This design comes from an exercise in tuning for small area, a short achievable clock period and few clock cycles per item on the open sky130 flow, not from production work.
Function was checked by simulation only, so behaviour that the tests miss may differ from the original.
Power figures rest on the tool's default switching activity, not on a simulated workload.

==> flow/design.v <==
package tps_pkg;
  localparam int unsigned FREQ_W   = 24;
  localparam int unsigned PRESC_W  = 8;
  localparam int unsigned PERIOD_W = 16;
  localparam int unsigned MATCH_W  = 15;
  localparam int unsigned HZ_W     = 32;
  localparam int unsigned CFG_IDX_W  = 2;
  localparam int unsigned CFG_DATA_W = 32;
  localparam int unsigned X_W = 32;
  localparam int unsigned D_W = 24;
  localparam int unsigned ACT_W = 25;
  localparam logic [1:0] REG_CLOCK_HZ  = 2'd0;
  localparam logic [1:0] REG_PERIOD_LO = 2'd1;
  localparam logic [1:0] REG_PERIOD_HI = 2'd2;
  localparam logic [HZ_W-1:0]     CLOCK_HZ_RST  = 32'd80000000;
  localparam logic [PERIOD_W-1:0] PERIOD_LO_RST = 16'd50;
  localparam logic [PERIOD_W-1:0] PERIOD_HI_RST = 16'd65535;
endpackage
module tps_div (
  input  logic        clk,
  input  logic        rst,
  input  logic        ld,
  input  logic [31:0] ld_x,
  input  logic [23:0] ld_d,
  input  logic        ld_p1,
  input  logic        sh_wr,       
  input  logic [4:0]  sh_in,
  input  logic        none_in,
  input  logic [15:0] hi,
  input  logic [4:0]  bl_hi,
  input  logic [4:0]  bl_f,
  output logic        busy,
  output logic [31:0] quo,
  output logic [23:0] rem,
  output logic [23:0] dvs,
  output logic        nz,
  output logic        h16,
  output logic        gt
);
  logic [4:0] cnt;       
  logic       p1;
  logic [4:0] sh;
  logic       none;
  logic       lt;
  logic [3:0]  sh2;
  logic [55:0] aligned;
  logic [5:0]  steps;
  assign sh2     = sh[4:1];
  assign aligned = {24'd0, ld_x} << {sh2, 1'b0};
  assign steps   = 6'd32 - {1'b0, sh2, 1'b0};
  logic [24:0] rs1, rs2;
  logic [26:0] d1w, d2w;
  logic        qa, qb;
  logic [23:0] r1, r2;
  assign rs1 = {rem, quo[31]};
  assign d1w = {1'b0, rs1, !p1} - {2'b0, dvs, 1'b1};
  assign qa  = !d1w[26];
  assign r1  = qa ? d1w[24:1] : rs1[23:0];
  assign rs2 = {r1, quo[30]};
  assign d2w = {1'b0, rs2, !p1} - {2'b0, dvs, 1'b1};
  assign qb  = !d2w[26];
  assign r2  = qb ? d2w[24:1] : rs2[23:0];
  logic [49:0] hi_ext;
  logic        hba, hbb;
  assign hi_ext = {32'd0, hi, 2'b0} >> {cnt, 1'b0};
  assign hba    = hi_ext[1];
  assign hbb    = hi_ext[0];
  logic [5:0] blq;
  logic [5:0] nsh;
  assign blq = {cnt, 1'b0} - {5'd0, !qa};
  assign nsh = 6'd31 - {1'b0, bl_f} + {cnt, 1'b0} - {5'd0, !qa};
  logic gt1, lt1;
  always_comb begin
    gt1 = gt;
    lt1 = lt;
    if (!gt1 && !lt1) begin
      if (qa && !hba) gt1 = 1'b1;
      if (!qa && hba) lt1 = 1'b1;
    end
  end
  always_ff @(posedge clk) begin
    if (rst) begin
      cnt <= '0;
    end else if (ld) begin
      dvs <= ld_d;
      p1  <= ld_p1;
      nz  <= 1'b0;
      h16 <= 1'b0;
      gt  <= 1'b0;
      lt  <= ({1'b0, bl_hi} > steps);
      if (none) begin
        quo <= '0;
        cnt <= '0;
      end else begin
        rem <= aligned[55:32];
        quo <= aligned[31:0];
        cnt <= steps[5:1];
      end
    end else if (cnt != 0) begin
      cnt <= cnt - 5'd1;
      rem <= r2;
      quo <= {quo[29:0], qa, qb};
      nz  <= nz | qa | qb;
      if ((qa || qb) && cnt > 5'd8) h16 <= 1'b1;
      gt <= gt1;
      lt <= lt1;
      if (!gt1 && !lt1) begin
        if (qb && !hbb) gt <= 1'b1;
        if (!qb && hbb) lt <= 1'b1;
      end
      if ((qa || qb) && !nz) begin
        sh   <= nsh[4:0];
        none <= (blq > {1'b0, bl_f});
      end
    end
    if (sh_wr) begin
      sh   <= sh_in;
      none <= none_in;
    end
  end
  assign busy = (cnt != 0);
endmodule
module tone_prescaler_period_search_unit (
  input  logic                           clk,
  input  logic                           rst,
  input  logic                           wr_en,
  input  logic [tps_pkg::CFG_IDX_W-1:0]  wr_index,
  input  logic [tps_pkg::CFG_DATA_W-1:0] wr_data,
  input  logic                           req_valid,
  output logic                           req_ready,
  input  logic [tps_pkg::FREQ_W-1:0]     req_frequency,
  output logic                           rsp_valid,
  input  logic                           rsp_ready,
  output logic [tps_pkg::PRESC_W-1:0]    rsp_prescaler,
  output logic [tps_pkg::PERIOD_W-1:0]   rsp_period,
  output logic [tps_pkg::MATCH_W-1:0]    rsp_match,
  output logic [tps_pkg::HZ_W-1:0]       rsp_achieved_hz,
  output logic                           rsp_clamped,
  output logic                           rsp_silent
);
  localparam int unsigned ACT_W = tps_pkg::ACT_W;
  typedef enum logic [2:0] {
    S_IDLE, S_LOAD, S_WAIT, S_PREP, S_FIN, S_END
  } state_t;
  typedef enum logic [2:0] {
    J_C,      
    J_K,      
    J_PK,     
    J_PCLK,   
    J_PER,    
    J_ERR     
  } job_t;
  state_t state;
  job_t   job;
  logic [31:0] clock_hz;
  logic [15:0] period_lo;
  logic [15:0] period_hi;
  logic [23:0] freq;
  logic [4:0]  bl_f;
  logic [5:0]  bl_c;     
  logic [4:0]  bl_hi;
  logic [7:0]  p_cnt;
  logic        nofit;    
  logic        clamp;    
  logic        sil;      
  logic [ACT_W-1:0] act_q;
  function automatic logic [5:0] msb32(input logic [31:0] v);
    logic [15:0] n1; logic        p1 [16];
    logic [7:0]  n2; logic [1:0]  p2 [8];
    logic [3:0]  n3; logic [2:0]  p3 [4];
    logic [1:0]  n4; logic [3:0]  p4 [2];
    for (int i = 0; i < 16; i++) begin
      n1[i] = v[2*i+1] | v[2*i];
      p1[i] = v[2*i+1];
    end
    for (int i = 0; i < 8; i++) begin
      n2[i] = n1[2*i+1] | n1[2*i];
      p2[i] = n1[2*i+1] ? {1'b1, p1[2*i+1]} : {1'b0, p1[2*i]};
    end
    for (int i = 0; i < 4; i++) begin
      n3[i] = n2[2*i+1] | n2[2*i];
      p3[i] = n2[2*i+1] ? {1'b1, p2[2*i+1]} : {1'b0, p2[2*i]};
    end
    for (int i = 0; i < 2; i++) begin
      n4[i] = n3[2*i+1] | n3[2*i];
      p4[i] = n3[2*i+1] ? {1'b1, p3[2*i+1]} : {1'b0, p3[2*i]};
    end
    msb32 = {n4[1] | n4[0], n4[1] ? {1'b1, p4[1]} : {1'b0, p4[0]}};
  endfunction
  function automatic logic [5:0] bitlen32(input logic [31:0] v);
    logic [5:0] m;
    m = msb32(v);
    bitlen32 = m[5] ? {1'b0, m[4:0]} + 6'd1 : 6'd0;
  endfunction
  logic        div_ld;
  logic [31:0] div_x;
  logic [23:0] div_d;
  logic        div_p1;
  logic        sh_wr;
  logic [4:0]  sh_in;
  logic        none_in;
  logic        div_busy;
  logic [31:0] quo;
  logic [23:0] rem;
  logic [23:0] dvs;
  logic        q_nz;
  logic        q_h16;
  logic        q_gt;
  tps_div u_div (
    .clk     (clk),
    .rst     (rst),
    .ld      (div_ld),
    .ld_x    (div_x),
    .ld_d    (div_d),
    .ld_p1   (div_p1),
    .sh_wr   (sh_wr),
    .sh_in   (sh_in),
    .none_in (none_in),
    .hi      (period_hi),
    .bl_hi   (bl_hi),
    .bl_f    (bl_f),
    .busy    (div_busy),
    .quo     (quo),
    .rem     (rem),
    .dvs     (dvs),
    .nz      (q_nz),
    .h16     (q_h16),
    .gt      (q_gt)
  );
  logic out_free;
  logic accept;
  logic fin_go;      
  logic q0_main;     
  logic per_lo;      
  logic per_ge_f;    
  assign out_free = !rsp_valid || rsp_ready;
  assign fin_go   = (state == S_FIN) && (sil || clamp || !div_busy);
  assign req_ready = (state == S_IDLE) || (fin_go && !rsp_valid);
  assign accept   = req_valid && req_ready;
  assign q0_main  = !q_gt || nofit;
  assign per_lo   = !q_nz || (quo[15:0] < period_lo);
  assign per_ge_f = (freq[23:16] == '0) && (quo[15:0] >= freq[15:0]);
  assign rsp_match = rsp_period[15:1];
  assign rsp_achieved_hz = {7'd0, act_q};
  always_comb begin
    div_x  = clock_hz;
    div_d  = freq;
    div_p1 = 1'b0;
    if (state == S_WAIT && job == J_C) begin
      div_x = {8'd0, rem};
      div_d = quo[23:0];
    end else if (state == S_PREP || state == S_LOAD) begin
      unique case (job)
        J_K:    begin div_x = quo; div_d = {8'd0, period_hi}; div_p1 = 1'b1; end
        J_PK:   begin div_x = {8'd0, act_q[23:0]}; div_d = {16'd0, p_cnt}; div_p1 = 1'b1; end
        J_PCLK: begin div_d = {16'd0, p_cnt}; div_p1 = 1'b1; end
        J_PER:  begin div_x = quo; end
        J_ERR:  begin div_x = {8'd0, rem}; div_d = {8'd0, quo[15:0]}; end
        default: ;
      endcase
    end
  end
  logic [5:0] m_rq;
  logic [5:0] m_c;
  logic [4:0] sh_acc;
  logic       none_acc;
  assign m_rq     = msb32({8'd0, req_frequency});
  assign m_c      = msb32(clock_hz);
  assign sh_acc   = ~m_c[4:0] + m_rq[4:0];
  assign none_acc = !m_c[5] || (m_rq[4:0] > m_c[4:0]);
  logic [6:0] s_prep;
  always_comb begin
    unique case (job)
      J_K:     s_prep = {1'b0, bl_c} - {2'b0, bl_f} - {2'b0, bl_hi} + 7'd2;
      J_PK,
      J_PER:   s_prep = {2'b0, bl_hi};
      J_PCLK:  s_prep = {1'b0, bl_c};
      default: s_prep = {1'b0, bl_c} - {2'b0, bl_f} + 7'd1;
    endcase
  end
  always_comb begin
    sh_wr   = 1'b0;
    sh_in   = sh_acc;
    none_in = none_acc;
    if (state == S_PREP) begin
      sh_wr   = (job != J_ERR);
      sh_in   = s_prep[5] ? 5'd0 : 5'(7'd32 - s_prep);
      none_in = s_prep[6] || (s_prep == 7'd0);
    end else if (req_ready) begin
      sh_wr = 1'b1;
    end
  end
  assign div_ld = (state == S_LOAD) ||
                  (state == S_WAIT && job == J_C && !div_busy && q_nz && q0_main && !q_h16);
  always_ff @(posedge clk) begin
    if (rst) begin
      clock_hz  <= tps_pkg::CLOCK_HZ_RST;
      period_lo <= tps_pkg::PERIOD_LO_RST;
      period_hi <= tps_pkg::PERIOD_HI_RST;
    end else if (wr_en) begin
      case (wr_index)
        tps_pkg::REG_CLOCK_HZ:  clock_hz  <= wr_data;
        tps_pkg::REG_PERIOD_LO: period_lo <= wr_data[15:0];
        tps_pkg::REG_PERIOD_HI: period_hi <= wr_data[15:0];
        default: ;
      endcase
    end
  end
  logic [ACT_W-1:0] add_b;
  logic [ACT_W-1:0] act;
  assign add_b = (state == S_END) ? act_q : ((state == S_FIN && !clamp) ? ACT_W'(quo) : '0);
  assign act   = {1'b0, freq} + add_b;
  always_ff @(posedge clk) begin
    if (rst) begin
      state     <= S_IDLE;
      rsp_valid <= 1'b0;
    end else begin
      if (rsp_valid && rsp_ready) rsp_valid <= 1'b0;
      bl_c  <= bitlen32(clock_hz);
      bl_hi <= 5'(bitlen32({16'd0, period_hi}));
      if (req_ready) begin
        freq  <= req_frequency;
        bl_f  <= m_rq[4:0] + 5'd1;
        nofit <= 1'b0;
        job   <= J_C;
        sil   <= (req_frequency == '0);
      end
      unique case (state)
        S_IDLE: if (accept) state <= (req_frequency == '0) ? S_FIN : S_LOAD;
        S_LOAD: state <= S_WAIT;
        S_PREP: state <= S_LOAD;
        S_FIN: begin
          if (fin_go && out_free) begin
            rsp_valid     <= 1'b1;
            rsp_prescaler <= '0;
            rsp_period    <= sil ? 16'd0 : (clamp ? 16'hFFFF : dvs[15:0]);
            rsp_clamped   <= !sil && clamp;
            rsp_silent    <= sil;
            act_q         <= sil ? '0 : act;
            state         <= !accept ? S_IDLE :
                             (req_frequency == '0) ? S_FIN : S_LOAD;
          end
        end
        S_END: begin
          if (act_q == '1) begin
            nofit <= 1'b1;
            job   <= J_C;
            state <= S_PREP;
          end else begin
            rsp_valid   <= 1'b1;
            rsp_clamped <= 1'b0;
            rsp_silent  <= 1'b0;
            act_q       <= act;
            state       <= S_IDLE;
          end
        end
        S_WAIT: begin
          if (!div_busy) begin
            unique case (job)
              J_C: begin
                clamp <= q_h16;
                if (!q_nz) begin
                  sil   <= 1'b1;
                  state <= S_FIN;
                end else if (q0_main) begin
                  state <= S_FIN;
                end else if (quo[31:24] != '0) begin
                  nofit <= 1'b1;
                  state <= S_PREP;
                end else if (out_free) begin
                  act_q <= quo[24:0];
                  job   <= J_K;
                  state <= S_PREP;
                end
              end
              J_K: begin
                if (quo[31:8] != '0) begin
                  nofit <= 1'b1;
                  job   <= J_C;
                end else begin
                  p_cnt <= quo[7:0];
                  job   <= J_PK;
                end
                state <= S_PREP;
              end
              J_PK: begin
                if (per_lo) begin
                  nofit <= 1'b1;
                  job   <= J_C;
                  state <= S_PREP;
                end else if (per_ge_f) begin
                  rsp_valid     <= 1'b1;
                  rsp_prescaler <= p_cnt;
                  rsp_period    <= quo[15:0];
                  rsp_clamped   <= 1'b0;
                  rsp_silent    <= 1'b0;
                  act_q         <= {1'b0, freq};
                  state         <= S_IDLE;
                end else begin
                  act_q <= '1;
                  job   <= J_PCLK;
                  state <= S_PREP;
                end
              end
              J_PCLK: begin
                job   <= J_PER;
                state <= S_PREP;
              end
              J_PER: begin
                if (per_lo) begin
                  state <= S_END;
                end else begin
                  job   <= J_ERR;
                  state <= S_PREP;
                end
              end
              J_ERR: begin
                if (ACT_W'(quo) < act_q) begin
                  act_q         <= ACT_W'(quo);
                  rsp_period    <= dvs[15:0];
                  rsp_prescaler <= p_cnt;
                end
                if (!q_nz || p_cnt == 8'd255) begin
                  state <= S_END;
                end else begin
                  p_cnt <= p_cnt + 8'd1;
                  job   <= J_PCLK;
                  state <= S_PREP;
                end
              end
              default: state <= S_IDLE;
            endcase
          end
        end
        default: state <= S_IDLE;
      endcase
    end
  end
endmodule
==> flow/run.sh <==
#!/bin/bash
# synth_recipe.tcl (not shown) runs the flow's synth.tcl, then flattens the netlist and writes it again
# the make line also repeats each setting of config.mk as NAME=value (left out here)
make -C /OpenROAD-flow-scripts/flow DESIGN_CONFIG=/design/flow/config.mk WORK_HOME=/design/flow/orfs CLKGATE_MAP_FILE= SYNTH_SCRIPT=/design/flow/synth_recipe.tcl finish
==> flow/config.mk <==
export PLATFORM = sky130hd
export DESIGN_NAME = tone_prescaler_period_search_unit
export DESIGN_NICKNAME = tone_prescaler_period_search_unit
export VERILOG_FILES = /design/flow/design.v
export SDC_FILE = /design/flow/constraint.sdc
export NUM_CORES = 4
export LEC_CHECK = 0
export ABC_CLOCK_PERIOD_IN_PS = 4000
export CAP_MARGIN = 20
export CORE_MARGIN = 2
export CORE_UTILIZATION = 40
export SETUP_SLACK_MARGIN = 3.0
export SLEW_MARGIN = 20
==> flow/constraint.sdc <==
create_clock -name core_clock -period 7.0 [get_ports {clk}]
set_input_delay 1.4000 -clock core_clock [delete_from_list [all_inputs] [get_ports {clk}]]
set_output_delay 1.4000 -clock core_clock [all_outputs]
set_load 0.01 [all_outputs]
==> results.cfg, run 1 <==
[critical_path]
crit_required_ns = 7.31
r2r-start = u_div.dvs[6]$_DFFE_PP_
r2r_slack_ns = 1.74
arrival_ns = 5.56
reg2reg_to = u_div.rem[21]$_DFFE_PP_
cp-start-kind = register
worstSetupPathType = register to register
path_max_fanout = 7
end_kind = register
ff2ff_path_depth = 26

[sta]
worst_pin_slew_ns = 1.03
slew_headroom_pct = 31.1
setup_tns_ns = 0
skew_ns = 0.0214
fin_crit_ns = 5.26
max_freq_mhz = 190
finalSetupViolations = 0
hold_viol = 0
worst_hold_slack_ns = 0.454
finalMaxSlewViolations = 0
period_share_pct = 75.1
rsz0062_at_grt = yes

[placed_design]
place.port_buffers = 130
hpwl_mm = 71.4
gp_congestion = 1.00

[grt]
track_usage_pct = 33.1
grt_pass1_wl_mm = 140
grt_max_degree = 61
antenna_found_initial = 4
overflow = 0
grt_pass1_vias = 21330

[detailed_routing]
drtIter0Drc = 2922
via_per_inst = 6.40
antenna_left = 0
wl_per_cell_um = 27.3
vias = 22780
first_pass_iters = 7
routed_wl_mm = 97.2
drc = 0

[pwr]
total_leakage_power_nw = 11.0
swShare_pct = 48.3
p_int_mw = 8.60
seqPwrFrac_pct = 19.2
p_switching_mw = 8.03
p_per_area_nw_per_um2 = 602
combPwrFrac_pct = 68.6
p_clk_share_pct = 12.1
total_power_mw = 16.6
ir_worst_vdd_mv = 0.325

[yosys]
netlist.area_leader.share_pct = 26.5
synth_area_leader_cell = edfxtp_1
yosysMostFrequentCell = nand2_1
async_flop_share_pct = 0
synth_cell_types = 97
synth_common_cells = nand2_1 (342), a21oi_1 (223), nor2_1 (223)
synth-seq-cells = 268
synth_edf_count = 195
synthFlopType = edfxtp_1
synth_cells = 2640
syn-cell-area_um2 = 22100
synth.avg_cell_area_um2 = 8.38
synth.top_cells.by_area = edfxtp_1 (26%), ha_1 (9.8%), dfxtp_1 (6.6%)
yosysWarningCount = 18
yosysSeqAreaShare_pct = 33.1

[clock_tree]
insertion_delay_ns = 0.57
cts-root-buf = clkbuf_16
cts.sinks = 268
cts_buffer_depth = 3
tritoncts = built
htreeDepth = 2
cts_buffers = 36
clk_pin_slew_ns = 0.06

[worst_hold_path]
min_path_type = register to register
min_to = period_lo[3]$_SDFFE_PP0P_
min_from = period_lo[3]$_SDFFE_PP0P_
hold_depth = 2

[die]
num_rows = 86
fp.dieH_um = 239
die_w_um = 239
ioPinCount = 138
coreArea_um2 = 54900
initial_utilization_pct = 40.3
die-area_um2 = 57200

[final_layout]
fin_nets = 3070
area_delta_synth_final_pct = 25.0
layout-drive-gt1-share_pct = 18.1

[status]
status = no timing/DRC/antenna violations

[job]
maxCapViolCount = 0
==> power by group through the flow <==
stage	Sequential (mW)	Combinational, mW	Clock [mW]
final	3.20	11.4	2.02
after global routing	3.18	12.2	2.09
after CTS	3.21	10.3	2.03
after detailed placement	3.24	8.65	0
after global placement	3.23	8.58	0
after floorplan	2.73	6.45	0
==> placed cells by master (no fill, tap or decap), types with 68 or more instances in the layout <==
cell type and n:
a21oi_1 191, o21ai_0 159, inv_1 137, ha_1 140, dfxtp_1 68, nand2_1 331
edfxtp_1 195, buf_4 137, clkdlybuf4s50_1 112, nor2_1 209
==> sequential cells by signal (all words and copies together) (netlist names), 6 cells and up <==
name,flops
clock_hz,32
u_div.quo,32
act_q,25
freq,24
u_div.dvs,24
u_div.rem,24
period_hi,16
period_lo,16
rsp_period,16
p_cnt,8
rsp_prescaler,8
bl_c,6
==> routing by layer <==
metal / GRT usage (%) / wire length (um) / up-vias
met2: 51.2 / 42600 / 1412
met5: 0 / 13 / -
met4: 15.3 / 5010 / 2
met3: 7.06 / 10100 / 269
li1: - / - / 10090
met1: 44.1 / 39500 / 11007
==> worst max-delay path, cell delays in order, from the launching register on <==
cell and delay (ns):
edfxtp_1 0.40, inv_2 0.13, ha_4 0.23, a211oi_2 0.23, nand2_1 0.15, nor3_4 0.23, o211ai_1 0.11, buf_4 0.16
a31oi_4 0.25, o21ai_4 0.13, buf_6 0.18, buf_16 0.14, a21oi_4 0.18, ha_4 0.22, nor2b_4 0.13, o31a_1 0.30
o21ai_4 0.24, nor2_4 0.07, o31ai_4 0.28, a21oi_2 0.11, a311oi_4 0.33, buf_6 0.18, clkinvlp_4 0.13, buf_12 0.16
buf_16 0.14, a21oi_2 0.12, a21oi_1 0.07
==> timing repair <==
item,4_1_cts,5_1_grt
hold buffers,0,0
endpoints found under the setup margin,176,86
buffers inserted,73,50
cloned,7,0
pin swaps,41,92
hold endpoints to repair,0,0
resized for setup,173,130
==> logic make-up (layout without fill, tap and decap cells) <==
group / Yosys count / count (layout) / synth area share (%)
compound gates: 817 / 817 / 24.2
xor+xnor: 100 / 100 / 3.96
fa+ha+maj: 181 / 181 / 10.5
buf+inv: 318 / 525 / 6.09
flops: 268 / 268 / 33.1
mux: 78 / 78 / 4.06
other cells: 1 / 8 / 0.0170
simple gates: 877 / 878 / 18.1
==> stage by stage <==
stage | util [%] | instance area [um^2] | std cells | setup slack [ns]
finish | 50.4 | 27600 | 3559 | 1.74
global placement | 43.9 | 24100 | 3363 | 1.14
global route | 50.4 | 27600 | 3558 | 1.55
detailed placement | 43.9 | 24100 | 3363 | 0.977
CTS | 48.7 | 26700 | 3508 | 1.87
floorplan | - | 22300 | 2646 | 2.40
==> worst max-delay path by stage <==
stage	cells after the start	startpoint	slack (ns)	to
5_1_grt	26	u_div.dvs[6]$_DFFE_PP_	1.55	u_div.rem[21]$_DFFE_PP_
3_5_place_dp	22	u_div.quo[31]$_DFFE_PP_	0.98	u_div.rem[20]$_DFFE_PP_
6_report	26	u_div.dvs[6]$_DFFE_PP_	1.74	u_div.rem[21]$_DFFE_PP_
2_1_floorplan	22	u_div.dvs[0]$_DFFE_PP_	2.40	u_div.rem[4]$_DFFE_PP_
4_1_cts	26	u_div.dvs[1]$_DFFE_PP_	1.87	u_div.rem[6]$_DFFE_PP_
3_3_place_gp	22	u_div.quo[31]$_DFFE_PP_	1.14	u_div.rem[14]$_DFFE_PP_
==> area by class of cell <==
class | instances | area [um^2]
diodes | 1 | 2.50
clock buffers | 47 | 1060
clock inverters | 18 | 218
fillers | 5152 | 27200
inverters | 159 | 606
multi-input cells | 2061 | 14700
flip-flops and latches | 268 | 7340
well taps | 704 | 881
repair buffers | 301 | 2830
Testbench counts, summed over its fixed seeds: cycles 7,632, items 576.
==> run 2, diff against run 1 <==
--- a/flow/design.v
+++ b/flow/design.v
@@ -48,18 +48,28 @@
   assign sh2     = sh[4:1];
   assign aligned = {24'd0, ld_x} << {sh2, 1'b0};
   assign steps   = 6'd32 - {1'b0, sh2, 1'b0};
-  logic [24:0] rs1, rs2;
-  logic [26:0] d1w, d2w;
-  logic        qa, qb;
-  logic [23:0] r1, r2;
+  logic [24:0] rs1, rsa, rsb;
+  logic [26:0] d1w, daw, dbw;
+  logic        qa, qb, qba, qbb;
+  logic [23:0] r2;
   assign rs1 = {rem, quo[31]};
   assign d1w = {1'b0, rs1, !p1} - {2'b0, dvs, 1'b1};
   assign qa  = !d1w[26];
-  assign r1  = qa ? d1w[24:1] : rs1[23:0];
-  assign rs2 = {r1, quo[30]};
-  assign d2w = {1'b0, rs2, !p1} - {2'b0, dvs, 1'b1};
-  assign qb  = !d2w[26];
-  assign r2  = qb ? d2w[24:1] : rs2[23:0];
+  assign rsa = {d1w[24:1], quo[30]};
+  assign rsb = {rs1[23:0], quo[30]};
+  assign daw = {1'b0, rsa, !p1} - {2'b0, dvs, 1'b1};
+  assign dbw = {1'b0, rsb, !p1} - {2'b0, dvs, 1'b1};
+  assign qba = !daw[26];
+  assign qbb = !dbw[26];
+  assign qb  = qa ? qba : qbb;
+  always_comb begin
+    unique case ({qa, qb})
+      2'b11:   r2 = daw[24:1];
+      2'b10:   r2 = rsa[23:0];
+      2'b01:   r2 = dbw[24:1];
+      default: r2 = rsb[23:0];
+    endcase
+  end
   logic [49:0] hi_ext;
   logic        hba, hbb;
   assign hi_ext = {32'd0, hi, 2'b0} >> {cnt, 1'b0};
--- a/flow/config.mk
+++ b/flow/config.mk
@@ -9,5 +9,5 @@
 export CAP_MARGIN = 20
 export CORE_MARGIN = 2
 export CORE_UTILIZATION = 40
-export SETUP_SLACK_MARGIN = 3.0
+export SETUP_SLACK_MARGIN = 2.5
 export SLEW_MARGIN = 20
==> run 2 against run 1 <==
Net effect: register-to-register slack improved by 0.43 ns; cell count grew 3.8%; critical path type unchanged; sequential cell count is the same; total power shrank 1.3%; still clean on timing, DRC and antenna; synthesized cell count up 4.8%.
==> results.cfg, run 2 <==
[status]
status = no timing/DRC/antenna violations

[yosys]
synth.avg_cell_area_um2 = 8.41
synth_common_cells = nand2_1 (317), a21oi_1 (243), nor2_1 (202)
synth_area_leader_cell = edfxtp_1
yosysMostFrequentCell = nand2_1
synth_cell_types = 97
async_flop_share_pct = 0
synth-seq-cells = 268
synth_cells = 2768
yosysSeqAreaShare_pct = 31.4
synth_edf_count = 195
synth.top_cells.by_area = edfxtp_1 (25%), ha_1 (11%), dfxtp_1 (6.3%)
syn-cell-area_um2 = 23300
synthFlopType = edfxtp_1
yosysWarningCount = 18
netlist.area_leader.share_pct = 25.1

[die]
ioPinCount = 138
die_w_um = 245
initial_utilization_pct = 40.4
fp.dieH_um = 245
die-area_um2 = 60200
num_rows = 88
coreArea_um2 = 57600

[sta]
worst_hold_slack_ns = 0.456
max_freq_mhz = 207
rsz0062_at_grt = yes
skew_ns = 0.0236
slew_headroom_pct = 23.7
period_share_pct = 69.0
hold_viol = 0
worst_pin_slew_ns = 1.14
fin_crit_ns = 4.83
finalMaxSlewViolations = 0
setup_tns_ns = 0
finalSetupViolations = 0

[pwr]
seqPwrFrac_pct = 19.1
p_clk_share_pct = 11.3
total_power_mw = 16.4
p_int_mw = 8.12
p_switching_mw = 8.29
ir_worst_vdd_mv = 0.308
combPwrFrac_pct = 69.6
p_per_area_nw_per_um2 = 592
total_leakage_power_nw = 10.9
swShare_pct = 50.5

[clock_tree]
cts-root-buf = clkbuf_16
cts_buffers = 34
htreeDepth = 2
cts_buffer_depth = 3
cts_hold_buf = 0
cts.sinks = 268
tritoncts = built
clk_pin_slew_ns = 0.06
insertion_delay_ns = 0.57

[critical_path]
path_max_fanout = 4
arrival_ns = 5.23
cp_slowest_cell = or4b_1
r2r_slack_ns = 2.17
path_cells = ha_1 -> nor2b_4 -> nor3_1 -> a2bb2oi_1 -> ha_1 -> a21o_1 -> and2_1 -> o311ai_1 -> a31o_2 -> o41ai_4 -> a311oi_2 -> o22a_2 -> nor2_4 -> or4b_1 -> a22oi_1
crit_required_ns = 7.40
worstSetupPathType = register to register
cpPeakStageDelay_ns = 0.53
ff2ff_path_depth = 15
cp-start-kind = register
path_common_cell = ha_1
end_kind = register

[grt]
antenna_found_initial = 2
overflow = 0
grt_max_degree = 53
grt_pass1_wl_mm = 148
track_usage_pct = 33.1
grt_pass1_vias = 22233

[job]
maxCapViolCount = 0

[detailed_routing]
via_per_inst = 6.42
routed_wl_mm = 103
antenna_left = 0
first_pass_iters = 7
drc = 0
drtIter0Drc = 3035
vias = 23712
wl_per_cell_um = 27.9

[placed_design]
place.port_buffers = 130
hpwl_mm = 76.4
dp.cells = 3555
gp_congestion = 0.992

[final_layout]
final_common_cell = nand2_1
area_delta_synth_final_pct = 19.0
fin_cells = 3693
layout-drive-gt1-share_pct = 12.5
reg_top3 = clock_hz (32), u_div.quo (32), act_q (25)
mostFrequentLayoutCells = nand2_1 (312), a21oi_1 (235), edfxtp_1 (195)
fin_nets = 3168

[worst_hold_path]
min_path_type = register to register
hold_depth = 2
## run 2: metrics by stage
stage | setup WS [ns] | util [%] | instance area, um^2
after floorplan | 2.59 | - | 23300
after global placement | 1.28 | 43.8 | 25200
after detailed placement | 1.10 | 43.8 | 25300
after CTS | 2.34 | 47.2 | 27200
after global routing | 2.06 | 48.1 | 27700
final | 2.17 | 48.1 | 27700
## run 2: power by group through the flow
stage / combinational, mW / clock [mW] / sequential (mW)
after global placement: 9.06 / 0 / 3.12
after floorplan: 6.55 / 0 / 2.71
after detailed placement: 9.15 / 0 / 3.12
after global routing: 12.2 / 1.92 / 3.14
after CTS: 10.3 / 1.87 / 3.08
final: 11.4 / 1.85 / 3.14
## run 2: routing by layer
metal | global-route usage [%] | vias to the layer above | wire length (um)
li1 | - | 10611 | -
met1 | 43.5 | 11473 | 41500
met2 | 51.8 | 1335 | 45400
met3 | 6.79 | 287 | 10200
met4 | 16.1 | 6 | 6050
met5 | 0 | - | 55
## run 2: repair_timing
item                                    in CTS  in global routing
pin swaps                                   41                 58
resized for setup                           82                 81
setup buffers                               48                 22
endpoints found under the setup margin      59                 46
gates cloned                                 3                  3
## run 2: cells by family after synthesis
family,synth area share [%]
simple gates,17.7
xor+xnor,4.44
other cells,0.0161
fa+ha+maj,11.2
compound gates,25.8
buf+inv,5.82
mux,3.62
flops,31.4
## run 2: worst paths after layout
kind	startpoint	end
setup / recovery	u_div.quo[31]$_DFFE_PP_	u_div.lt$_DFFE_PP_
hold reg to reg	period_lo[13]$_SDFFE_PP0P_	period_lo[13]$_SDFFE_PP0P_
setup reg to reg	u_div.quo[31]$_DFFE_PP_	u_div.lt$_DFFE_PP_
hold / removal	period_lo[13]$_SDFFE_PP0P_	period_lo[13]$_SDFFE_PP0P_
## run 2: critical path: cells and delay by family, from the launching register on
family	cells	cell delay (ns)
AO/OA/AOI/OAI	8	2.29
flip-flops	1	0.50
AND/OR/NAND/NOR	5	1.21
adder cells (fa/ha/maj)	2	0.66
## run 2: layout make-up
type                       count  area [um^2]
inverter                     166          628
fill                        5617        29900
timing repair buffer         247         2250
multi-input combinational   2185        15400
sequential                   268         7330
clock inverter                24          277
clock buffer                  37          862
antenna                        1         2.50
tap                          765          957
Testbench counts of run 2, summed over its fixed seeds: cycles 7,632, items 576.
==> run 3, diff against run 2 <==
--- a/flow/design.v
+++ b/flow/design.v
@@ -42,10 +42,13 @@
   logic [4:0] sh;
   logic       none;
   logic       lt;
+  logic       first;     
   logic [3:0]  sh2;
   logic [55:0] aligned;
   logic [5:0]  steps;
-  assign sh2     = sh[4:1];
+  logic        none_ld;
+  assign sh2     = sh_wr ? sh_in[4:1] : sh[4:1];
+  assign none_ld = sh_wr ? none_in : none;
   assign aligned = {24'd0, ld_x} << {sh2, 1'b0};
   assign steps   = 6'd32 - {1'b0, sh2, 1'b0};
   logic [24:0] rs1, rsa, rsb;
@@ -82,7 +85,7 @@
   logic gt1, lt1;
   always_comb begin
     gt1 = gt;
-    lt1 = lt;
+    lt1 = lt || (first && ({1'b0, bl_hi} > {cnt, 1'b0}));
     if (!gt1 && !lt1) begin
       if (qa && !hba) gt1 = 1'b1;
       if (!qa && hba) lt1 = 1'b1;
@@ -97,8 +100,9 @@
       nz  <= 1'b0;
       h16 <= 1'b0;
       gt  <= 1'b0;
-      lt  <= ({1'b0, bl_hi} > steps);
-      if (none) begin
+      lt  <= 1'b0;
+      first <= 1'b1;
+      if (none_ld) begin
         quo <= '0;
         cnt <= '0;
       end else begin
@@ -108,6 +112,7 @@
       end
     end else if (cnt != 0) begin
       cnt <= cnt - 5'd1;
+      first <= 1'b0;
       rem <= r2;
       quo <= {quo[29:0], qa, qb};
       nz  <= nz | qa | qb;
@@ -167,8 +172,6 @@
   logic [15:0] period_hi;
   logic [23:0] freq;
   logic [4:0]  bl_f;
-  logic [5:0]  bl_c;     
-  logic [4:0]  bl_hi;
   logic [7:0]  p_cnt;
   logic        nofit;    
   logic        clamp;    
@@ -202,6 +205,11 @@
     m = msb32(v);
     bitlen32 = m[5] ? {1'b0, m[4:0]} + 6'd1 : 6'd0;
   endfunction
+  logic [5:0] m_c;        
+  logic [4:0] bl_hi;
+  logic [5:0] bl_c;
+  logic       cfg_wr;     
+  assign bl_c = m_c[5] ? {1'b0, m_c[4:0]} + 6'd1 : 6'd0;
   logic        div_ld;
   logic [31:0] div_x;
   logic [23:0] div_d;
@@ -245,7 +253,7 @@
   logic per_ge_f;    
   assign out_free = !rsp_valid || rsp_ready;
   assign fin_go   = (state == S_FIN) && (sil || clamp || !div_busy);
-  assign req_ready = (state == S_IDLE) || (fin_go && !rsp_valid);
+  assign req_ready = !cfg_wr && ((state == S_IDLE) || (fin_go && !rsp_valid));
   assign accept   = req_valid && req_ready;
   assign q0_main  = !q_gt || nofit;
   assign per_lo   = !q_nz || (quo[15:0] < period_lo);
@@ -256,7 +264,9 @@
     div_x  = clock_hz;
     div_d  = freq;
     div_p1 = 1'b0;
-    if (state == S_WAIT && job == J_C) begin
+    if (req_ready) begin
+      div_d = req_frequency;
+    end else if (state == S_WAIT && job == J_C) begin
       div_x = {8'd0, rem};
       div_d = quo[23:0];
     end else if (state == S_PREP || state == S_LOAD) begin
@@ -271,11 +281,9 @@
     end
   end
   logic [5:0] m_rq;
-  logic [5:0] m_c;
   logic [4:0] sh_acc;
   logic       none_acc;
   assign m_rq     = msb32({8'd0, req_frequency});
-  assign m_c      = msb32(clock_hz);
   assign sh_acc   = ~m_c[4:0] + m_rq[4:0];
   assign none_acc = !m_c[5] || (m_rq[4:0] > m_c[4:0]);
   logic [6:0] s_prep;
@@ -300,9 +308,12 @@
       sh_wr = 1'b1;
     end
   end
-  assign div_ld = (state == S_LOAD) ||
+  assign div_ld = req_ready || (state == S_LOAD) ||
                   (state == S_WAIT && job == J_C && !div_busy && q_nz && q0_main && !q_h16);
   always_ff @(posedge clk) begin
+    m_c    <= msb32(clock_hz);
+    bl_hi  <= 5'(bitlen32({16'd0, period_hi}));
+    cfg_wr <= wr_en && !rst;
     if (rst) begin
       clock_hz  <= tps_pkg::CLOCK_HZ_RST;
       period_lo <= tps_pkg::PERIOD_LO_RST;
@@ -326,8 +337,6 @@
       rsp_valid <= 1'b0;
     end else begin
       if (rsp_valid && rsp_ready) rsp_valid <= 1'b0;
-      bl_c  <= bitlen32(clock_hz);
-      bl_hi <= 5'(bitlen32({16'd0, period_hi}));
       if (req_ready) begin
         freq  <= req_frequency;
         bl_f  <= m_rq[4:0] + 5'd1;
@@ -336,7 +345,7 @@
         sil   <= (req_frequency == '0);
       end
       unique case (state)
-        S_IDLE: if (accept) state <= (req_frequency == '0) ? S_FIN : S_LOAD;
+        S_IDLE: if (accept) state <= (req_frequency == '0) ? S_FIN : S_WAIT;
         S_LOAD: state <= S_WAIT;
         S_PREP: state <= S_LOAD;
         S_FIN: begin
@@ -348,7 +357,7 @@
             rsp_silent    <= sil;
             act_q         <= sil ? '0 : act;
             state         <= !accept ? S_IDLE :
-                             (req_frequency == '0) ? S_FIN : S_LOAD;
+                             (req_frequency == '0) ? S_FIN : S_WAIT;
           end
         end
         S_END: begin
--- a/flow/config.mk
+++ b/flow/config.mk
@@ -8,6 +8,6 @@
 export ABC_CLOCK_PERIOD_IN_PS = 4000
 export CAP_MARGIN = 20
 export CORE_MARGIN = 2
-export CORE_UTILIZATION = 40
+export CORE_UTILIZATION = 50
 export SETUP_SLACK_MARGIN = 2.5
 export SLEW_MARGIN = 20
==> run 3 against run 2 <==
Net effect: sequential cell count grew 2; utilization grew 19 points; count of clock-buffer cells in the layout grew 8; cell count shrank 2.0%; combinational power grew 25%; first-iteration DRC count grew 10%; die area shrank 21%; critical path type unchanged; critical endpoint is now u_div.rem[11]$_DFFE_PP_; largest power group unchanged.
==> results.cfg, run 3 <==
[status]
status = no timing/DRC/antenna violations

[sta]
rsz0062_at_grt = yes
fin_crit_ns = 5.22
finalSetupViolations = 0
max_freq_mhz = 191
skew_ns = 0.0308
hold_viol = 0
finalMaxSlewViolations = 0
period_share_pct = 74.6
slew_headroom_pct = 20.8
setup_tns_ns = 0
worst_pin_slew_ns = 1.17

[final_layout]
mostFrequentLayoutCells = nand2_1 (276), a21oi_1 (193), edfxtp_1 (185)
layout-drive-gt1-share_pct = 23.3
fin_util_pct = 66.9
area_delta_synth_final_pct = 31.9
final_common_cell = nand2_1
fin_nets = 3258
reg_top3 = clock_hz (32), u_div.quo (32), act_q (25)

[clock_tree]
cts.sinks = 270
clk_pin_slew_ns = 0.06
cts-root-buf = clkbuf_16
cts_buffers = 35
cts_hold_buf = 0
insertion_delay_ns = 0.60
cts_buffer_depth = 3
htreeDepth = 2
tritoncts = built

[critical_path]
r2r_slack_ns = 1.78
ff2ff_path_depth = 25
cp-start-kind = register
worstSetupPathType = register to register
end_kind = register
arrival_ns = 5.55
reg2reg_to = u_div.rem[11]$_DFFE_PP_
path_max_fanout = 7
crit_required_ns = 7.32
r2r-start = u_div.dvs[7]$_DFFE_PP_

[yosys]
synth.avg_cell_area_um2 = 8.47
yosysWarningCount = 14
synth_xor_area_share_pct = 4.49
synth-seq-cells = 270
muxShareOfSynthArea_pct = 4.00
synth_area_leader_cell = edfxtp_1
yosysSeqAreaShare_pct = 31.6
async_flop_share_pct = 0
syn-cell-area_um2 = 23000
synth_compound_area_share_pct = 26.3
netlist.area_leader.share_pct = 24.2
synth.top_cells.by_area = edfxtp_1 (24%), ha_1 (11%), dfxtp_1 (7.4%)
synth_cells = 2716
synth_cell_types = 89
synth_common_cells = nand2_1 (295), a21oi_1 (222), ha_1 (196)
yosysMostFrequentCell = nand2_1
synth-simple-area-share_pct = 16.5
synthFlopType = edfxtp_1
synthAdderAreaFrac_pct = 11.3
synth_edf_count = 185
synth_top_family_by_area = compound AO/OA/AOI/OAI gates

[grt]
track_usage_pct = 43.2
antenna_found_initial = 2
grt_pass1_wl_mm = 153
overflow = 0
grt_max_degree = 40
grt_pass1_vias = 23718

[die]
coreArea_um2 = 45400
num_rows = 78
die-area_um2 = 47700
initial_utilization_pct = 50.7
ioPinCount = 138
die_w_um = 218
fp.dieH_um = 218

[placed_design]
place.port_buffers = 130
gp_congestion = 1.06
hpwl_mm = 74.5

[detailed_routing]
drc = 0
wl_met1_mm = 39.8
drtIter0Drc = 3338
routed_wl_mm = 107
met2WireLength_mm = 45.0
vias = 24817
via_per_inst = 6.86
wl_per_cell_um = 29.5
dr_wl_met3_mm = 13.5
first_pass_iters = 10
routed.top_layer = met4
antenna_left = 0

[worst_hold_path]
hold_depth = 2
min_path_type = register to register
min_from = period_lo[11]$_SDFFE_PP0P_
min_to = period_lo[11]$_SDFFE_PP0P_

[pwr]
p_per_area_nw_per_um2 = 635
total_leakage_power_nw = 12.2
ir_worst_vdd_mv = 0.638

[job]
maxCapViolCount = 0
run 3: cell types whose count changed after synthesis, sizes merged, moves of 20 or more:
cell	before	now
a21o	56	78
a21oi	245	222
a22o	61	34
a22oi	21	60
mux2	14	35
nand2	317	295
nor2	204	183
nor3	84	64
run 3: kinds of logic (layout without fill, tap and decap cells):
| group | after synthesis | count (layout) |
|---|---|---|
| multiplexers | 85 | 85 |
| XOR/XNOR | 117 | 117 |
| adder cells (fa/ha/maj) | 203 | 203 |
| flip-flops | 270 | 270 |
| AO/OA/AOI/OAI | 899 | 902 |
| other | 1 | 9 |
| AND/OR/NAND/NOR | 813 | 814 |
| buffers and inverters | 328 | 620 |
run 3: through the flow:
stage / worst slack (ns) / hold WS (ns) / total power, mW / cells / cell area (um^2)
2_1_floorplan: 2.06 / 0.427 / 9.45 / 2722 / 23300
3_3_place_gp: 0.449 / 0.443 / 12.4 / 3362 / 25200
3_5_place_dp: 0.400 / 0.448 / 12.6 / 3362 / 25200
4_1_cts: 1.89 / 0.456 / 17.2 / 3557 / 29000
5_1_grt: 1.56 / 0.480 / 20.0 / 3618 / 30300
6_report: 1.78 / 0.458 / 19.3 / 3620 / 30300
run 3: area by class of cell:
type                       count  area, um^2
antenna                        2        5.00
tap                          600         751
timing repair buffer         383        3790
fill                        3687       15000
multi-input combinational   2128       16700
clock inverter                18         219
timing repair inverter         1        11.3
clock buffer                  45         933
sequential                   270        7280
inverter                     173         682
run 3: critical path, stage by stage, from the launching register on:
cell      delay (ns)
edfxtp_1        0.45
inv_4           0.15
ha_2            0.34
a21o_1          0.26
nor4_2          0.24
nand3_2         0.15
nand2_2         0.16
o21ai_4         0.10
a21o_1          0.21
a21oi_1         0.22
xnor2_1         0.19
ha_1            0.28
nand2_1         0.08
or3b_4          0.15
nor2_4          0.03
a311oi_2        0.20
o21ai_2         0.09
a31o_2          0.30
a21oi_4         0.18
nor3b_4         0.24
a211oi_4        0.07
buf_12          0.14
buf_12          0.13
a221o_1         0.32
o211ai_1        0.13
o221ai_2        0.13
run 3: worst max path at each step:
stage / startpoint / end / slack [ns] / cells past startpoint
6_report: u_div.dvs[7]$_DFFE_PP_ / u_div.rem[11]$_DFFE_PP_ / 1.78 / 25
3_5_place_dp: req_frequency[15] / u_div.rem[3]$_DFFE_PP_ / 0.40 / 19
3_3_place_gp: req_frequency[10] / u_div.rem[3]$_DFFE_PP_ / 0.45 / 22
5_1_grt: u_div.dvs[7]$_DFFE_PP_ / u_div.rem[11]$_DFFE_PP_ / 1.56 / 24
4_1_cts: u_div.dvs[0]$_DFFE_PP_ / u_div.rem[3]$_DFFE_PP_ / 1.89 / 26
2_1_floorplan: req_frequency[15] / u_div.rem[13]$_DFFE_PP_ / 2.06 / 18
run 3: repair_timing:
action / 4_1_cts / 5_1_grt
gates cloned: 13 / 3
pin swaps: 127 / 88
gates resized for setup: 396 / 169
endpoints found under the setup margin: 109 / 130
setup buffers: 119 / 58
run 3: where the power goes:
group / internal [mW] / total (mW) / leakage [nW] / switching [mW]
Combinational: 6.30 / 14.3 / 9.23 / 8.01
Clock: 1.07 / 1.89 / 0.549 / 0.815
Sequential: 2.32 / 3.08 / 2.45 / 0.754
run 3: per-layer routing:
layer	global-route usage, %	up-vias
met3	13.2	500
met4	27.3	0
met2	64.5	1785
met1	54.3	11841
met5	0	-
li1	-	10691
Testbench counts of run 3, summed over its fixed seeds: cycles 7,105, items 576.
==> run 4, diff against run 3 <==
--- a/flow/design.v
+++ b/flow/design.v
@@ -30,6 +30,8 @@
   input  logic [4:0]  bl_hi,
   input  logic [4:0]  bl_f,
   output logic        busy,
+  output logic        last,        
+  output logic [31:0] quo_next,    
   output logic [31:0] quo,
   output logic [23:0] rem,
   output logic [23:0] dvs,
@@ -114,7 +116,7 @@
       cnt <= cnt - 5'd1;
       first <= 1'b0;
       rem <= r2;
-      quo <= {quo[29:0], qa, qb};
+      quo <= quo_next;
       nz  <= nz | qa | qb;
       if ((qa || qb) && cnt > 5'd8) h16 <= 1'b1;
       gt <= gt1;
@@ -133,7 +135,9 @@
       none <= none_in;
     end
   end
-  assign busy = (cnt != 0);
+  assign busy     = (cnt != 0);
+  assign last     = (cnt == 5'd1);
+  assign quo_next = {quo[29:0], qa, qb};
 endmodule
 module tone_prescaler_period_search_unit (
   input  logic                           clk,
@@ -176,7 +180,8 @@
   logic        nofit;    
   logic        clamp;    
   logic        sil;      
-  logic [ACT_W-1:0] act_q;
+  logic [23:0] f_q;
+  logic [23:0] err_q;
   function automatic logic [5:0] msb32(input logic [31:0] v);
     logic [15:0] n1; logic        p1 [16];
     logic [7:0]  n2; logic [1:0]  p2 [8];
@@ -218,6 +223,8 @@
   logic [4:0]  sh_in;
   logic        none_in;
   logic        div_busy;
+  logic        div_last;
+  logic [31:0] quo_next;
   logic [31:0] quo;
   logic [23:0] rem;
   logic [23:0] dvs;
@@ -238,6 +245,8 @@
     .bl_hi   (bl_hi),
     .bl_f    (bl_f),
     .busy    (div_busy),
+    .last    (div_last),
+    .quo_next(quo_next),
     .quo     (quo),
     .rem     (rem),
     .dvs     (dvs),
@@ -252,14 +261,14 @@
   logic per_lo;      
   logic per_ge_f;    
   assign out_free = !rsp_valid || rsp_ready;
-  assign fin_go   = (state == S_FIN) && (sil || clamp || !div_busy);
+  assign fin_go   = (state == S_FIN) && (sil || clamp || !div_busy || div_last);
   assign req_ready = !cfg_wr && ((state == S_IDLE) || (fin_go && !rsp_valid));
   assign accept   = req_valid && req_ready;
   assign q0_main  = !q_gt || nofit;
   assign per_lo   = !q_nz || (quo[15:0] < period_lo);
   assign per_ge_f = (freq[23:16] == '0) && (quo[15:0] >= freq[15:0]);
   assign rsp_match = rsp_period[15:1];
-  assign rsp_achieved_hz = {7'd0, act_q};
+  assign rsp_achieved_hz = {7'd0, {1'b0, f_q} + {1'b0, err_q}};
   always_comb begin
     div_x  = clock_hz;
     div_d  = freq;
@@ -272,7 +281,7 @@
     end else if (state == S_PREP || state == S_LOAD) begin
       unique case (job)
         J_K:    begin div_x = quo; div_d = {8'd0, period_hi}; div_p1 = 1'b1; end
-        J_PK:   begin div_x = {8'd0, act_q[23:0]}; div_d = {16'd0, p_cnt}; div_p1 = 1'b1; end
+        J_PK:   begin div_x = {8'd0, err_q}; div_d = {16'd0, p_cnt}; div_p1 = 1'b1; end
         J_PCLK: begin div_d = {16'd0, p_cnt}; div_p1 = 1'b1; end
         J_PER:  begin div_x = quo; end
         J_ERR:  begin div_x = {8'd0, rem}; div_d = {8'd0, quo[15:0]}; end
@@ -327,10 +336,6 @@
       endcase
     end
   end
-  logic [ACT_W-1:0] add_b;
-  logic [ACT_W-1:0] act;
-  assign add_b = (state == S_END) ? act_q : ((state == S_FIN && !clamp) ? ACT_W'(quo) : '0);
-  assign act   = {1'b0, freq} + add_b;
   always_ff @(posedge clk) begin
     if (rst) begin
       state     <= S_IDLE;
@@ -355,13 +360,14 @@
             rsp_period    <= sil ? 16'd0 : (clamp ? 16'hFFFF : dvs[15:0]);
             rsp_clamped   <= !sil && clamp;
             rsp_silent    <= sil;
-            act_q         <= sil ? '0 : act;
+            f_q           <= sil ? '0 : freq;
+            err_q         <= (sil || clamp) ? '0 : (div_busy ? quo_next[23:0] : quo[23:0]);
             state         <= !accept ? S_IDLE :
                              (req_frequency == '0) ? S_FIN : S_WAIT;
           end
         end
         S_END: begin
-          if (act_q == '1) begin
+          if (err_q == '1) begin
             nofit <= 1'b1;
             job   <= J_C;
             state <= S_PREP;
@@ -369,7 +375,7 @@
             rsp_valid   <= 1'b1;
             rsp_clamped <= 1'b0;
             rsp_silent  <= 1'b0;
-            act_q       <= act;
+            f_q         <= freq;
             state       <= S_IDLE;
           end
         end
@@ -387,7 +393,7 @@
                   nofit <= 1'b1;
                   state <= S_PREP;
                 end else if (out_free) begin
-                  act_q <= quo[24:0];
+                  err_q <= quo[23:0];
                   job   <= J_K;
                   state <= S_PREP;
                 end
@@ -413,10 +419,11 @@
                   rsp_period    <= quo[15:0];
                   rsp_clamped   <= 1'b0;
                   rsp_silent    <= 1'b0;
-                  act_q         <= {1'b0, freq};
+                  f_q           <= freq;
+                  err_q         <= '0;
                   state         <= S_IDLE;
                 end else begin
-                  act_q <= '1;
+                  err_q <= '1;
                   job   <= J_PCLK;
                   state <= S_PREP;
                 end
@@ -434,8 +441,8 @@
                 end
               end
               J_ERR: begin
-                if (ACT_W'(quo) < act_q) begin
-                  act_q         <= ACT_W'(quo);
+                if (quo[23:0] < err_q) begin
+                  err_q         <= quo[23:0];
                   rsp_period    <= dvs[15:0];
                   rsp_prescaler <= p_cnt;
                 end
--- a/flow/config.mk
+++ b/flow/config.mk
@@ -8,6 +8,6 @@
 export ABC_CLOCK_PERIOD_IN_PS = 4000
 export CAP_MARGIN = 20
 export CORE_MARGIN = 2
-export CORE_UTILIZATION = 50
+export CORE_UTILIZATION = 40
 export SETUP_SLACK_MARGIN = 2.5
 export SLEW_MARGIN = 20
==> run 4 against run 3 <==
Net effect: combinational power about the same; largest power group unchanged; total power increased by 1.2%; via count increased by 2.3%; largest cell class unchanged; still clean on timing, DRC and antenna; global-route usage decreased by 8.5 points; sequential cell count increased by 23; maximum frequency decreased by 1.2%.
==> results.cfg, run 4 <==
[clock_tree]
tritoncts = built
cts-root-buf = clkbuf_16
cts_buffers = 36
insertion_delay_ns = 0.58
cts_buffer_depth = 3
htreeDepth = 2
clk_pin_slew_ns = 0.06
cts.sinks = 293
cts_hold_buf = 0

[yosys]
synth-seq-cells = 293
yosysMostFrequentCell = nand2_1
synth_xor_area_share_pct = 4.18
synth.avg_cell_area_um2 = 8.57
synth_cell_types = 96
yosysSeqAreaShare_pct = 33.1
synth_compound_area_share_pct = 25.8
synth.top_cells.by_area = edfxtp_1 (26%), ha_1 (10%), dfxtp_1 (7.1%)
synth_top_family_by_area = compound AO/OA/AOI/OAI gates
synthAdderAreaFrac_pct = 10.8
syn-cell-area_um2 = 24000
netlist.area_leader.share_pct = 26.0
synth-simple-area-share_pct = 17.8
synthFlopType = edfxtp_1
muxShareOfSynthArea_pct = 2.81
synth_cells = 2805
synth_edf_count = 208
synth_common_cells = nand2_1 (301), a21oi_1 (229), nor2_1 (209)
synth_area_leader_cell = edfxtp_1
async_flop_share_pct = 0
yosysWarningCount = 14

[final_layout]
final_common_cell = nand2_1
reg_top3 = clock_hz (32), u_div.quo (32)
area_delta_synth_final_pct = 32.2
fin_nets = 3350
layout-drive-gt1-share_pct = 23.9
mostFrequentLayoutCells = nand2_1 (290), edfxtp_1 (208), a21oi_1 (203)

[sta]
rsz0062_at_grt = yes
hold_viol = 0
period_share_pct = 75.5
fin_crit_ns = 5.29
finalMaxSlewViolations = 0
setup_tns_ns = 0
worst_hold_slack_ns = 0.430
slew_headroom_pct = 17.2
max_freq_mhz = 189
finalSetupViolations = 0
worst_pin_slew_ns = 1.23
skew_ns = 0.0369
worst_slack_ns = 1.71

[grt]
grt_pass1_wl_mm = 160
antenna_found_initial = 4
overflow = 0
grt_max_degree = 46
grt_pass1_vias = 23798
track_usage_pct = 34.7

[placed_design]
gp_congestion = 1.02
place.port_buffers = 130
place_worst_setup_slack_ns = 0.711
hpwl_mm = 80.2

[die]
initial_utilization_pct = 40.6
die_w_um = 249
ioPinCount = 138
coreArea_um2 = 59200
num_rows = 89
die-area_um2 = 62100
fp.dieH_um = 249

[pwr]
p_per_area_nw_per_um2 = 614
p_int_mw = 9.68
swShare_pct = 50.4
p_switching_mw = 9.83
combPwrFrac_pct = 73.8
total_leakage_power_nw = 12.5
p_clk_share_pct = 10.3
seqPwrFrac_pct = 15.9
ir_worst_vdd_mv = 0.389

[detailed_routing]
via_per_inst = 6.53
vias = 25382
wl_per_cell_um = 29.0
routed_wl_mm = 112
drc = 0
first_pass_iters = 8
antenna_left = 0
drtIter0Drc = 3361

[status]
status = no timing/DRC/antenna violations

[critical_path]
end_kind = register
crit_required_ns = 7.30
path_max_fanout = 8
cp-start-kind = register
arrival_ns = 5.58
worstSetupPathType = register to register

[worst_hold_path]
min_path_type = register to register

[job]
maxCapViolCount = 0
## run 4: cell count changes after synthesis, sizes merged, moves of 14 or more
cell and delta:
mux2i -21, o211ai +20, o21ai +17, edfxtp +23, nor2 +28, and3 +16, mux2 -15, a22o -26
nand3 +27, a221o +14
## run 4: worst paths after layout
check	from	endpoint	slack, ns	cells after the start
max	bl_f[0]$_DFFE_PP_	u_div.rem[5]$_DFFE_PP_	1.71	22
min	u_div.h16$_SDFFCE_PN0P_	clamp$_DFFE_PP_	0.43	0
max reg2reg	bl_f[0]$_DFFE_PP_	u_div.rem[5]$_DFFE_PP_	1.71	22
min reg2reg	u_div.h16$_SDFFCE_PN0P_	clamp$_DFFE_PP_	0.43	0
## run 4: per-stage QoR
step | total power, mW | std cells | cell area (um^2) | util (%)
6_report | 19.5 | 3885 | 31800 | 53.6
5_1_grt | 20.2 | 3885 | 31800 | 53.6
4_1_cts | 17.8 | 3831 | 30800 | 52.0
3_5_place_dp | 12.9 | 3600 | 26100 | 44.1
3_3_place_gp | 12.9 | 3600 | 26100 | 44.1
2_1_floorplan | 9.57 | 2811 | 24200 | -
## run 4: area by class of cell
| class | count | area (um^2) |
|---|---|---|
| diodes | 1 | 2.50 |
| flip-flops and latches | 293 | 7960 |
| inverters | 163 | 644 |
| multi-input cells | 2200 | 17000 |
| well taps | 773 | 967 |
| clock inverters | 24 | 294 |
| fillers | 5296 | 27500 |
| repair inverters | 3 | 40.0 |
| repair buffers | 387 | 3900 |
| clock buffers | 41 | 930 |
## run 4: worst max-delay path, stage by stage (launching register included)
cell	delay (ns)
edfxtp_1	0.61
ha_4	0.22
inv_2	0.04
fa_2	0.55
inv_2	0.05
ha_4	0.25
inv_2	0.04
ha_4	0.15
fa_2	0.55
nor4b_2	0.05
a31oi_1	0.24
o21ai_1	0.15
or2_4	0.26
xor2_2	0.17
o2111ai_4	0.18
a31oi_4	0.29
buf_6	0.14
buf_6	0.10
buf_12	0.17
inv_16	0.06
mux2i_4	0.22
a211oi_2	0.37
o31ai_1	0.12
## run 4: layer usage
metal / track usage (%) / routed length, um / share of wire, %
met2: 50.6 / 46000 / 41
met4: 17.6 / 7020 / 6.2
met1: 47.7 / 46000 / 41
met3: 8.36 / 13400 / 12
met5: 0 / 25 / 0.022
## run 4: what timing repair did
item,CTS,global route
setup endpoints to repair,155,115
gates cloned,25,1
resized for setup,434,134
buffers inserted,141,52
pin swaps,171,124
## run 4: cells by family after synthesis
group / after synthesis
AND/OR/NAND/NOR: 906
XOR/XNOR: 113
other: 1
flip-flops: 293
buffers and inverters: 323
multiplexers: 50
AO/OA/AOI/OAI: 916
adder cells (fa/ha/maj): 203
## run 4: power groups by stage
stage / registers [mW] / logic, mW / clock network (mW)
2_1_floorplan: 2.74 / 6.83 / 0
3_3_place_gp: 3.10 / 9.81 / 0
3_5_place_dp: 3.11 / 9.79 / 0
4_1_cts: 3.04 / 12.8 / 2.01
5_1_grt: 3.09 / 15.0 / 2.07
6_report: 3.11 / 14.4 / 2.01
Testbench counts of run 4, summed over its fixed seeds: cycles 6,685, items 576.
==> run 5, diff against run 4 <==
--- a/flow/design.v
+++ b/flow/design.v
@@ -28,7 +28,6 @@
   input  logic        none_in,
   input  logic [15:0] hi,
   input  logic [4:0]  bl_hi,
-  input  logic [4:0]  bl_f,
   output logic        busy,
   output logic        last,        
   output logic [31:0] quo_next,    
@@ -80,10 +79,6 @@
   assign hi_ext = {32'd0, hi, 2'b0} >> {cnt, 1'b0};
   assign hba    = hi_ext[1];
   assign hbb    = hi_ext[0];
-  logic [5:0] blq;
-  logic [5:0] nsh;
-  assign blq = {cnt, 1'b0} - {5'd0, !qa};
-  assign nsh = 6'd31 - {1'b0, bl_f} + {cnt, 1'b0} - {5'd0, !qa};
   logic gt1, lt1;
   always_comb begin
     gt1 = gt;
@@ -125,10 +120,6 @@
         if (qb && !hbb) gt <= 1'b1;
         if (!qb && hbb) lt <= 1'b1;
       end
-      if ((qa || qb) && !nz) begin
-        sh   <= nsh[4:0];
-        none <= (blq > {1'b0, bl_f});
-      end
     end
     if (sh_wr) begin
       sh   <= sh_in;
@@ -243,7 +234,6 @@
     .none_in (none_in),
     .hi      (period_hi),
     .bl_hi   (bl_hi),
-    .bl_f    (bl_f),
     .busy    (div_busy),
     .last    (div_last),
     .quo_next(quo_next),
@@ -305,12 +295,24 @@
       default: s_prep = {1'b0, bl_c} - {2'b0, bl_f} + 7'd1;
     endcase
   end
+  logic [5:0] m_r;
+  logic [5:0] m_q;
+  logic [4:0] sh_rq;
+  logic       none_rq;
+  assign m_r     = msb32({8'd0, rem});
+  assign m_q     = msb32({16'd0, quo[15:0]});
+  assign sh_rq   = ~m_r[4:0] + m_q[4:0];
+  assign none_rq = !m_r[5] || (m_r[4:0] < m_q[4:0]);
   always_comb begin
     sh_wr   = 1'b0;
     sh_in   = sh_acc;
     none_in = none_acc;
-    if (state == S_PREP) begin
-      sh_wr   = (job != J_ERR);
+    if ((state == S_PREP && job == J_ERR) || (state == S_WAIT && job == J_C)) begin
+      sh_wr   = 1'b1;
+      sh_in   = sh_rq;
+      none_in = none_rq;
+    end else if (state == S_PREP) begin
+      sh_wr   = 1'b1;
       sh_in   = s_prep[5] ? 5'd0 : 5'(7'd32 - s_prep);
       none_in = s_prep[6] || (s_prep == 7'd0);
     end else if (req_ready) begin
==> run 5 against run 4 <==
Net effect: still clean on timing, DRC and antenna; setup slack worse by 0.014 ns; total power up 9.6%; register-to-register slack about the same; global-route usage up 0.54 points; first-iteration DRC count up 3.5%; cell count up 7.0%; synthesized cell count up 6.3%; sequential share of layout area down 0.99 points; largest cell class unchanged; largest power group unchanged.
==> results.cfg, run 5 <==
[final_layout]
fin_util_pct = 53.4
reg_top3 = clock_hz (32), u_div.quo (32)
mostFrequentLayoutCells = nand2_1 (281), nor2_1 (251), a21oi_1 (218)
fin_nets = 3550
layout-drive-gt1-share_pct = 22.8
area_delta_synth_final_pct = 32.1
final_common_cell = nand2_1

[critical_path]
path_depth = 24
cpPeakStageDelay_ns = 0.49
r2r_slack_ns = 1.70
r2r-start = u_div.dvs[0]$_DFFE_PP_
endpoint = u_div.rem[12]$_DFFE_PP_
reg2reg_to = u_div.rem[12]$_DFFE_PP_
crit_family = compound AO/OA/AOI/OAI gates
path_cells = inv_2 -> ha_4 -> nor2b_4 -> o21ai_4 -> o22ai_2 -> o22a_2 -> a221oi_4 -> o31ai_4 -> o211ai_1 -> o22ai_2 -> or4b_4 -> o211ai_1 -> ha_2 -> nor3b_4 -> a221oi_2 -> buf_4 -> buf_6 -> a21oi_4 -> buf_8 -> buf_12 -> a22oi_2 -> a21oi_2 -> buf_4 -> a221o_1
startpoint = u_div.dvs[0]$_DFFE_PP_
end_kind = register
arrival_ns = 5.61
worstSetupPathType = register to register
ff2ff_path_depth = 24
crit_required_ns = 7.31
cp-start-kind = register
path_max_fanout = 5
crit_buf_inv = 6
cp_slowest_cell = or4b_4

[placed_design]
gp_congestion = 1.00
hpwl_mm = 85.0
place.port_buffers = 130

[die]
initial_utilization_pct = 40.5
num_rows = 91
die-area_um2 = 64600
die_w_um = 254
fp.dieH_um = 254
coreArea_um2 = 61800
ioPinCount = 138

[clock_tree]
cts.sinks = 293
tritoncts = built
insertion_delay_ns = 0.59
cts_buffers = 36
cts_buffer_depth = 3
htreeDepth = 2
clk_pin_slew_ns = 0.06
cts_hold_buf = 0
cts-root-buf = clkbuf_16

[sta]
worst_pin_slew_ns = 1.05
slew_headroom_pct = 30.2
period_share_pct = 75.7
finalMaxSlewViolations = 0
skew_ns = 0.0469
worst_hold_slack_ns = 0.464
finalSetupViolations = 0
setup_tns_ns = 0
hold_viol = 0
fin_crit_ns = 5.30
max_freq_mhz = 189
rsz0062_at_grt = yes

[yosys]
synth_edf_count = 207
netlist.area_leader.share_pct = 24.8
synth.top_cells.by_area = edfxtp_1 (25%), ha_1 (9.5%), dfxtp_1 (6.9%)
synth_cell_types = 108
synth_cells = 2981
synth-seq-cells = 293
synth_area_leader_cell = edfxtp_1
synth.avg_cell_area_um2 = 8.39
yosysWarningCount = 22
synthFlopType = edfxtp_1
synth_common_cells = nand2_1 (301), nor2_1 (273), a21oi_1 (247)
yosysSeqAreaShare_pct = 31.7
async_flop_share_pct = 0
yosysMostFrequentCell = nand2_1
syn-cell-area_um2 = 25000

[detailed_routing]
vias = 26725
first_pass_iters = 8
via_per_inst = 6.43
routed_wl_mm = 117
antenna_left = 0
drtIter0Drc = 3480
drc = 0
wl_per_cell_um = 28.1

[pwr]
total_leakage_power_nw = 13.2
ir_worst_vdd_mv = 0.408
p_per_area_nw_per_um2 = 647

[grt]
grt_max_degree = 49
track_usage_pct = 35.2
overflow = 0
grt_pass1_vias = 25207
antenna_found_initial = 4
grt_pass1_wl_mm = 168

[job]
maxCapViolCount = 0

[status]
status = no timing/DRC/antenna violations

[worst_hold_path]
min_path_type = register to register
run 5: how the worst min path moves through the flow:
| stage | cells after the start | start | to | slack (ns) |
|---|---|---|---|---|
| 3_5_place_dp | 2 | period_lo[11]$_SDFFE_PP0P_ | period_lo[11]$_SDFFE_PP0P_ | 0.46 |
| 2_1_floorplan | 0 | u_div.h16$_SDFFCE_PN0P_ | clamp$_DFFE_PP_ | 0.43 |
| 6_report | 2 | period_lo[15]$_SDFFE_PP0P_ | period_lo[15]$_SDFFE_PP0P_ | 0.46 |
| 4_1_cts | 2 | period_lo[11]$_SDFFE_PP0P_ | period_lo[11]$_SDFFE_PP0P_ | 0.46 |
| 3_3_place_gp | 2 | period_lo[2]$_SDFFE_PP0P_ | period_lo[2]$_SDFFE_PP0P_ | 0.44 |
| 5_1_grt | 2 | period_lo[11]$_SDFFE_PP0P_ | period_lo[11]$_SDFFE_PP0P_ | 0.48 |
run 5: final cells by class:
cell class	count	area [um^2]
Timing Repair Buffer	436	4330
Antenna cell	1	2.50
Sequential cell	293	7950
Fill cell	5625	28800
Multi-Input combinational cell	2337	17800
Clock buffer	43	947
Tap cell	837	1050
Inverter	186	716
Clock inverter	23	238
run 5: layer usage:
| layer | vias up | share of wire [%] | GRT usage [%] |
|---|---|---|---|
| met5 | - | 0.022 | 0 |
| met4 | 4 | 5.6 | 16.3 |
| met3 | 328 | 11 | 6.84 |
| met2 | 1679 | 44 | 55.1 |
| met1 | 13027 | 40 | 46.9 |
| li1 | 11687 | - | - |
run 5: power by group:
| group | internal, mW | switching, mW |
|---|---|---|
| Clock | 1.09 | 0.817 |
| Sequential | 2.53 | 0.722 |
| Combinational | 7.11 | 9.11 |
run 5: what timing repair did:
item                                    CTS  global route
cloned                                   11             1
gates resized for setup                 474           156
pin swaps                               162           123
hold endpoints to repair                  0             0
buffers inserted                        147            52
endpoints found under the setup margin  135           159
run 5: cells by family (layout without fill, tap and decap cells):
group	Yosys count	count (layout)	synth area share (%)
compound gates	937	937	25.0
xor+xnor	109	109	3.93
fa+ha+maj	197	197	10.1
buf+inv	357	688	5.98
flops	293	293	31.7
mux	123	123	5.10
other cells	1	8	0.0150
simple gates	964	964	18.2
run 5: per-stage QoR:
stage	power, mW	setup slack (ns)	instance area (um^2)	std cells
2_1_floorplan	10.4	1.94	25300	2987
3_3_place_gp	14.3	0.543	27500	3878
3_5_place_dp	14.4	0.473	27500	3878
4_1_cts	19.5	1.75	31800	4102
5_1_grt	22.2	1.51	33000	4155
6_report	21.4	1.70	33000	4156
run 5: worst min-delay path, cell delays in order, from the launching register on:
cell	delay, ns
dfxtp_1	0.31
nand2_1	0.05
a21oi_1	0.05
Testbench counts of run 5, summed over its fixed seeds: cycles 6,506, items 576.

## afterwards: timing with drivers on the ports
Ports are ideal in the flow. The routed layouts listed here were re-timed in OpenROAD.
Step 1 assumes that a clkbuf_16 drives the clock port and a buf_2 every other input.
Step 2 times the ports against the registers' clock, not the clock port: input delays grow and output delays shrink by t, the midpoint of the rising clock arrivals with the driver on.
a / b / c = no drivers / after step 1 / after step 2; a / b = the first two.
run | t, ns | slack for setup (ns) | hold WS [ns] | worst setup path after step 2 | clock arrival spread, ns
run 1 | 0.623 | 1.744 / 1.744 / 1.744 | 0.454 / 0.454 / 0.454 | register to register | 0.022 / 0.021
run 2 | 0.622 | 2.172 / 2.172 / 2.028 | 0.456 / 0.456 / 0.456 | input to register | 0.024 / 0.024
run 3 | 0.647 | 1.776 / 1.776 / 1.226 | 0.458 / 0.458 / 0.458 | input to register | 0.031 / 0.031
run 4 | 0.627 | 1.712 / 1.712 / 1.235 | 0.430 / 0.430 / 0.430 | input to register | 0.037 / 0.037
run 5 | 0.629 | 1.698 / 1.675 / 1.184 | 0.464 / 0.464 / 0.464 | input to register | 0.048 / 0.048
After both steps every run listed still meets setup and hold. The setup slack of run 3, which loses most, moves by 0.000 ns with the drivers and by -0.550 ns with both steps.
